From an optimization exercise on the open Yosys and OpenROAD flow, aimed at small area; shortcuts taken in it are not production practice.
The RTL was checked by simulation tests, not by an equivalence proof against the original design.
Power figures rest on the tool's default switching activity, not on a simulated workload.

===== design/flow/config.mk =====
export PLATFORM = sky130hd
export DESIGN_NAME = regfile_mp
export DESIGN_NICKNAME = regfile_mp
export VERILOG_FILES = /design/flow/design.v
export SDC_FILE = /design/flow/constraint.sdc
export NUM_CORES = 4
export LEC_CHECK = 0
export CAP_MARGIN = 20
export CORE_MARGIN = 2
export CORE_UTILIZATION = 35
export SLEW_MARGIN = 20

===== design/flow/constraint.sdc =====
create_clock -name core_clock -period 8.0 [get_ports {clk}]
set_input_delay 1.6000 -clock core_clock [delete_from_list [all_inputs] [get_ports {clk}]]
set_output_delay 1.6000 -clock core_clock [all_outputs]
set_load 0.01 [all_outputs]

===== design/flow/design.v =====
package regfile_mp_pkg;
  localparam int REG_ZERO = 0;
  localparam int REG_V0   = 2;
  localparam int REG_A0   = 4;
  localparam int REG_RA   = 31;
  typedef enum logic {
    RF_CLEAR = 1'b0,
    RF_RUN   = 1'b1
  } rf_state_e;
endpackage
import regfile_mp_pkg::*;
module regfile_clear_fsm
#(
  parameter int DEPTH = 32,
  parameter int AW    = $clog2(DEPTH)
) (
  input  logic          clk,
  input  logic          rst,
  output logic          ready,
  output logic          clr_en,
  output logic [AW-1:0] clr_idx
);
  regfile_mp_pkg::rf_state_e state;
  logic [AW-1:0] idx;
  assign clr_idx = idx;
  always_ff @(posedge clk) begin
    if (rst) begin
      state  <= RF_CLEAR;
      idx    <= '0;
      ready  <= 1'b0;
      clr_en <= 1'b1;
    end else begin
      case (state)
        RF_CLEAR: begin
          if (idx == AW'(DEPTH - 1)) begin
            state  <= RF_RUN;
            idx    <= '0;
            ready  <= 1'b1;
            clr_en <= 1'b0;
          end else begin
            idx <= idx + AW'(1);
          end
        end
        RF_RUN: begin
          ready  <= 1'b1;
          clr_en <= 1'b0;
        end
        default: begin
          state  <= RF_CLEAR;
          idx    <= '0;
          ready  <= 1'b0;
          clr_en <= 1'b1;
        end
      endcase
    end
  end
endmodule
import regfile_mp_pkg::*;
module regfile_mp
#(
  parameter int DATA_WIDTH = 32,
  parameter int DEPTH      = 32,
  parameter int NUM_RD     = 3,
  parameter int ZERO_REG   = 1,
  localparam int AW        = $clog2(DEPTH)
) (
  input  logic                         clk,
  input  logic                         rst,
  output logic                         ready,
  input  logic                         we0,
  input  logic [AW-1:0]                waddr0,
  input  logic [DATA_WIDTH-1:0]        wdata0,
  input  logic                         we1,
  input  logic [AW-1:0]                waddr1,
  input  logic [DATA_WIDTH-1:0]        wdata1,
  input  logic [NUM_RD*AW-1:0]         raddr,
  output logic [NUM_RD*DATA_WIDTH-1:0] rdata,
  input  logic [AW-1:0]                dbg_addr,
  output logic [DATA_WIDTH-1:0]        dbg_data,
  input  logic                         iss_valid,
  input  logic [AW-1:0]                iss_addr,
  output logic [NUM_RD-1:0]            busy
);
  logic [DATA_WIDTH-1:0] mem [DEPTH];
  logic                  clr_en;
  logic [AW-1:0]         clr_idx;
  logic                  we0_act, we1_act;
  logic                  w0_ok, w1_ok;
  regfile_clear_fsm #(.DEPTH(DEPTH), .AW(AW)) u_clear (
    .clk     (clk),
    .rst     (rst),
    .ready   (ready),
    .clr_en  (clr_en),
    .clr_idx (clr_idx)
  );
  assign we0_act = ready & we0;
  assign we1_act = ready & we1;
  assign w0_ok   = we0_act & ~((ZERO_REG != 0) && (waddr0 == AW'(REG_ZERO)));
  assign w1_ok   = we1_act & ~((ZERO_REG != 0) && (waddr1 == AW'(REG_ZERO)));
  always_ff @(posedge clk) begin
    if (clr_en) begin
      mem[clr_idx] <= '0;
    end else begin
      if (w0_ok) mem[waddr0] <= wdata0;
      if (w1_ok) mem[waddr1] <= wdata1;
    end
  end
  assign dbg_data = ready ? mem[dbg_addr] : '0;
  logic [DEPTH-1:0] busy_q;
  logic [DEPTH-1:0] busy_nxt;
  logic             iss_act;
  assign iss_act = ready & iss_valid;
  always_comb begin
    busy_nxt = busy_q;
    if (we0_act) busy_nxt[waddr0] = 1'b0;
    if (we1_act) busy_nxt[waddr1] = 1'b0;
    if (iss_act) busy_nxt[iss_addr] = 1'b1;
  end
  always_ff @(posedge clk) begin
    if (rst || clr_en) busy_q <= '0;
    else               busy_q <= busy_nxt;
  end
  for (genvar k = 0; k < NUM_RD; k++) begin : g_rd
    logic [AW-1:0]         ra;
    logic [DATA_WIDTH-1:0] rv;
    logic                  is_zero;
    assign ra      = raddr[k*AW +: AW];
    assign is_zero = (ZERO_REG != 0) && (ra == AW'(REG_ZERO));
    always_comb begin
      rv = '0;
      if (!ready || is_zero)               rv = '0;
      else if (we1_act && waddr1 == ra)    rv = wdata1;
      else if (we0_act && waddr0 == ra)    rv = wdata0;
      else                                 rv = mem[ra];
    end
    assign rdata[k*DATA_WIDTH +: DATA_WIDTH] = rv;
    logic wr_hit, iss_hit;
    assign wr_hit  = (we0_act && waddr0 == ra) || (we1_act && waddr1 == ra);
    assign iss_hit = iss_act && (iss_addr == ra);
    assign busy[k] = ready & busy_q[ra] & ~is_zero & ~(wr_hit & ~iss_hit);
  end
endmodule

===== design/flow/run.sh =====
#!/bin/bash
# synth_recipe.tcl (not shown) runs the flow's synth.tcl, then flattens the netlist and writes it again
# the make line also repeats each setting of config.mk as NAME=value (left out here)
make -C /OpenROAD-flow-scripts/flow DESIGN_CONFIG=/design/flow/config.mk WORK_HOME=/design/flow/orfs CLKGATE_MAP_FILE= SYNTH_SCRIPT=/design/flow/synth_recipe.tcl finish

==> results.txt <==
- Share of cells above drive strength 1: 25.8%
- Final hold violation count: 0
- Routed WL per cell: 41.2 um
- Max-cap viol count: 0
- CTS max path bufs: 3
- Resized cells post-CTS: 0
- Worst setup margin: between 0.2 and 0.3 ns
- Total track usage: ~33%
- DRC Markers: 0
- Worst slew margin: approximately 13%
- Mapped Cells: between 6000 and 7000
- Post-Route WL: just under 400000 um
- Max VDD drop: around 190 uV
- Total die area: 0.232 mm2
- HP Class: register to register
- GRT Max-Usage Layer: met2
- GR Util met2: roughly 45%
- Core ar.: between 0.2 and 0.25 mm2
- Final number of setup-violating endpoints: 0
- Fmax: 0.130 GHz
- Met1 Usage GRT: ~40%
- Max Slew Vio Count: 0
- Synthesized area per cell: approximately 12 um2
- Library cells used by synthesis: 78
- Setup bufs post-CTS: 0
- Vias in the first global route: around 64000
- Critical Path AT: between 6 and 7 ns
- Row count: 175
- Worst path required time: between 6 and 7 ns
- Clk network pwr share: 41.0%
- Combinational fraction of design power: about 15%
- Slowest-stage cell, CP: nor4_1
- Yosys warnings: 2
- DR vias/cell: a little over 7
- Die H: just under 500 um
- Post-synthesis sequential element count: around 1100
- Worst slack, placed: slightly above 0.7 ns
- Hold slack: 0.543 ns
- Via Count: 69400
- Synthesized area: 0.0799 mm2
- Worst Skew: about 0.067 ns
- Status: finished clean
- Post-route ant nets: 0
- Sw Pwr: 3.95 mW
- Setup_tns: 0 ns
- EDFF count, synth: a little over 1000
- Min Tclk post-route: around 7.7 ns
- Clock Sink Count: ~1100
- # fillers: approximately 21000
- Largest net degree at the start of global routing: 102
- Ys flop type: edfxtp_1
- Most common cell on crit path: clkdlybuf4s50_1
- RSZ-0062 raised after global routing: false
- PwrDens: between 150 and 200 mW/mm2
- Crit path max fanout: 11
- First-pass GRT wire length: 531000 um
- Worst path cell trace: clkdlybuf4s50_1 -> xnor2_1 -> nand4_1 -> or3_2 -> and2_1 -> and4b_1 -> nor4_1 -> clkdlybuf4s50_1
- Pint: around 10 mW
- Register area share after synthesis: roughly two fifths
- CP peak stage delay: roughly 0.92 ns
- Initial Util: a little over a third
- # H-tree levels: 3
- Endpoint class of the critical path: primary output
- Die boundary width: about 480 um
- Final-stage net count: roughly 6500
- DRT iter0 DRCs: 14100
- Tot Pwr: between 10 and 15 mW
- Syn nets: between 6000 and 7000
- CTS tree: done
- Skew-Pair Late Insertion Delay: around 0.83 ns
- Router iterations before antenna repair: 8
- Initial antenna violation count: 28
- Leakage: 25.9 nW
- Fin crit share: 96.3%
- GR Util met3: between 10% and 20%
- HPWL after DPL: around 240000 um
- Port Buffer Count: 235
- Startpoint class of the critical path: input port
- Sequential power share: 44.0%
- Final core occ: just under 40%
- Switching part of the total: 28.3%
- Num CTS Buffers: 120
- Hold Buf Count CTS: 0
- Ports: 236
- Clock-pin slew on the worst setup and hold paths: approximately 0.060 ns
- CP Class: input port to primary output
- Slew @ Worst Pin: roughly 1.3 ns
- Layout area overhead: 12.4%
- RD Place Congestion: slightly below 1
- Root Driver: clkbuf_16
- Ys async rst share: 0%
- Total gr overflow: 0
-- final cells by class --
| cell class | count | area (um2) | area share, % |
|---|---|---|---|
| multi-input cells | 4686 | 45300 | 50.5 |
| flip-flops and latches | 1064 | 31600 | 35.1 |
| repair buffers | 518 | 5190 | 5.78 |
| well taps | 3009 | 3760 | 4.19 |
| clock buffers | 142 | 3110 | 3.46 |
| clock inverters | 79 | 758 | 0.844 |
| inverters | 18 | 67.6 | 0.0752 |
| diodes | 22 | 55.1 | 0.0613 |
-- power groups by stage --
stage / sequential (mW) / clock (mW) / combinational [mW]
after floorplan: 6.24 / 0 / 1.21
after global placement: 6.25 / 0 / 1.98
after detailed placement: 6.26 / 0 / 1.98
after CTS: 6.14 / 5.67 / 1.98
after global routing: 6.15 / 5.86 / 2.08
final: 6.14 / 5.72 / 2.10
-- through the flow --
stage               cells  area (um2)
finish               9538       89800
global route         9517       89800
CTS                  9514       89700
detailed placement   9293       85800
global placement     9292       85800
floorplan            6608       79900
-- Yosys cell counts, types with 28 or more instances --
library cell	n	area [um2]
nand2_1	1183	4440
mux4_2	1087	24500
o21ai_0	1068	5350
edfxtp_1	1024	30700
clkbuf_1	538	2020
mux2i_1	309	3090
buf_2	182	911
nor2_1	165	619
a22oi_1	144	1080
nand3_1	88	440
o22ai_1	85	532
o221ai_1	75	657
a21oi_1	58	290
buf_4	49	368
buf_1	44	165
dfxtp_1	40	801
nor2b_1	40	250
a221oi_1	39	342
xnor2_1	35	307
o21ai_1	28	140
-- kinds of logic (layout without fill, tap and decap cells) --
family                     after synthesis  in the layout  synth area share, %
AOI/OAI and AO/OA                     1619           1619                 11.8
and+or+nand+nor                       1590           1590                 8.16
muxes                                 1408           1408                 34.9
DFF                                   1064           1064                 39.5
buffers and inverters                  858            757                 4.83
xor gates and xnor gates                54             54                0.592
adders and majority gates               15             15                0.235
other                                    0             22                    0
-- routing by layer --
layer / wire length [um] / share of wire (%)
met1: 126000 / 32
met2: 157000 / 40
met3: 73600 / 19
met4: 35700 / 9.1
met5: 550 / 0.14
-- flip-flops by register name (all words and copies together), names as in the netlist --
name	flops
u_clear.state	1
busy_q	32
mem	1024
u_clear.ready	1
u_clear.idx	5
u_clear.clr_en	1
-- worst max-delay path: cells and delay by family --
kind,cells,cell delay [ns]
XOR/XNOR,1,0.18
AND/OR/NAND/NOR,5,2.69
buffers and inverters,2,1.61
-- worst paths after layout --
| check | startpoint | to | slack (ns) | cells after the start |
|---|---|---|---|---|
| worst max-delay path | waddr0[2] | rdata[19] | 0.30 | 8 |
| worst min-delay path | busy_q[13] | busy_q[13] | 0.54 | 2 |
| worst max register to register | u_clear.ready | mem[23][3] | 4.09 | 6 |
| worst min register to register | busy_q[13] | busy_q[13] | 0.54 | 2 |
-- cells in the final DEF (no fill, tap or decap), drive strengths merged, types with 8 or more instances in the layout --
cell	count
and2	15
clkdlybuf4s50	216
nand3	89
nor2	178
a31oi	17
o22ai	85
bufinv	12
o21ai	1097
xor2	19
nand2b	8
o211ai	17
nand4	12
clkbuf	143
mux2i	309
dfxtp	40
diode	22
mux4	1097
edfxtp	1024
nor3	28
nand2	1184
o221ai	75
a22oi	144
a21oi	58
clkinv	64
a22o	8
ha	15
nor2b	40
a32o	19
xnor2	35
buf	301
a32oi	24
inv	17
a221oi	39

-- afterwards: timing with drivers on the ports --
In the flow no input, the clock included, has a driving cell. The finished layout below was timed again as built, in two steps. Step 1, drivers: a clkbuf_16 drives clk and a buf_2 each remaining input, both assumed. Step 2 adds t to the input delays and takes it off the output delays; t is the mean of the earliest and latest rising clock arrival at the registers after step 1. Input paths then give back, and output paths get back, about the clock's delay inside the block. a / b / c = ideal / step 1 / step 2; a / b = the first two.
shift t [ns]: 0.889
setup slack, ns: 0.296 / 0.265 / 0.265
worst hold slack (ns): 0.543 / 0.543 / 0.543
worst setup path after step 2: input to output
After both steps setup and hold are still met in this run. For this run, drivers alone change the setup slack by -0.031 ns; drivers and shift together by -0.031 ns.
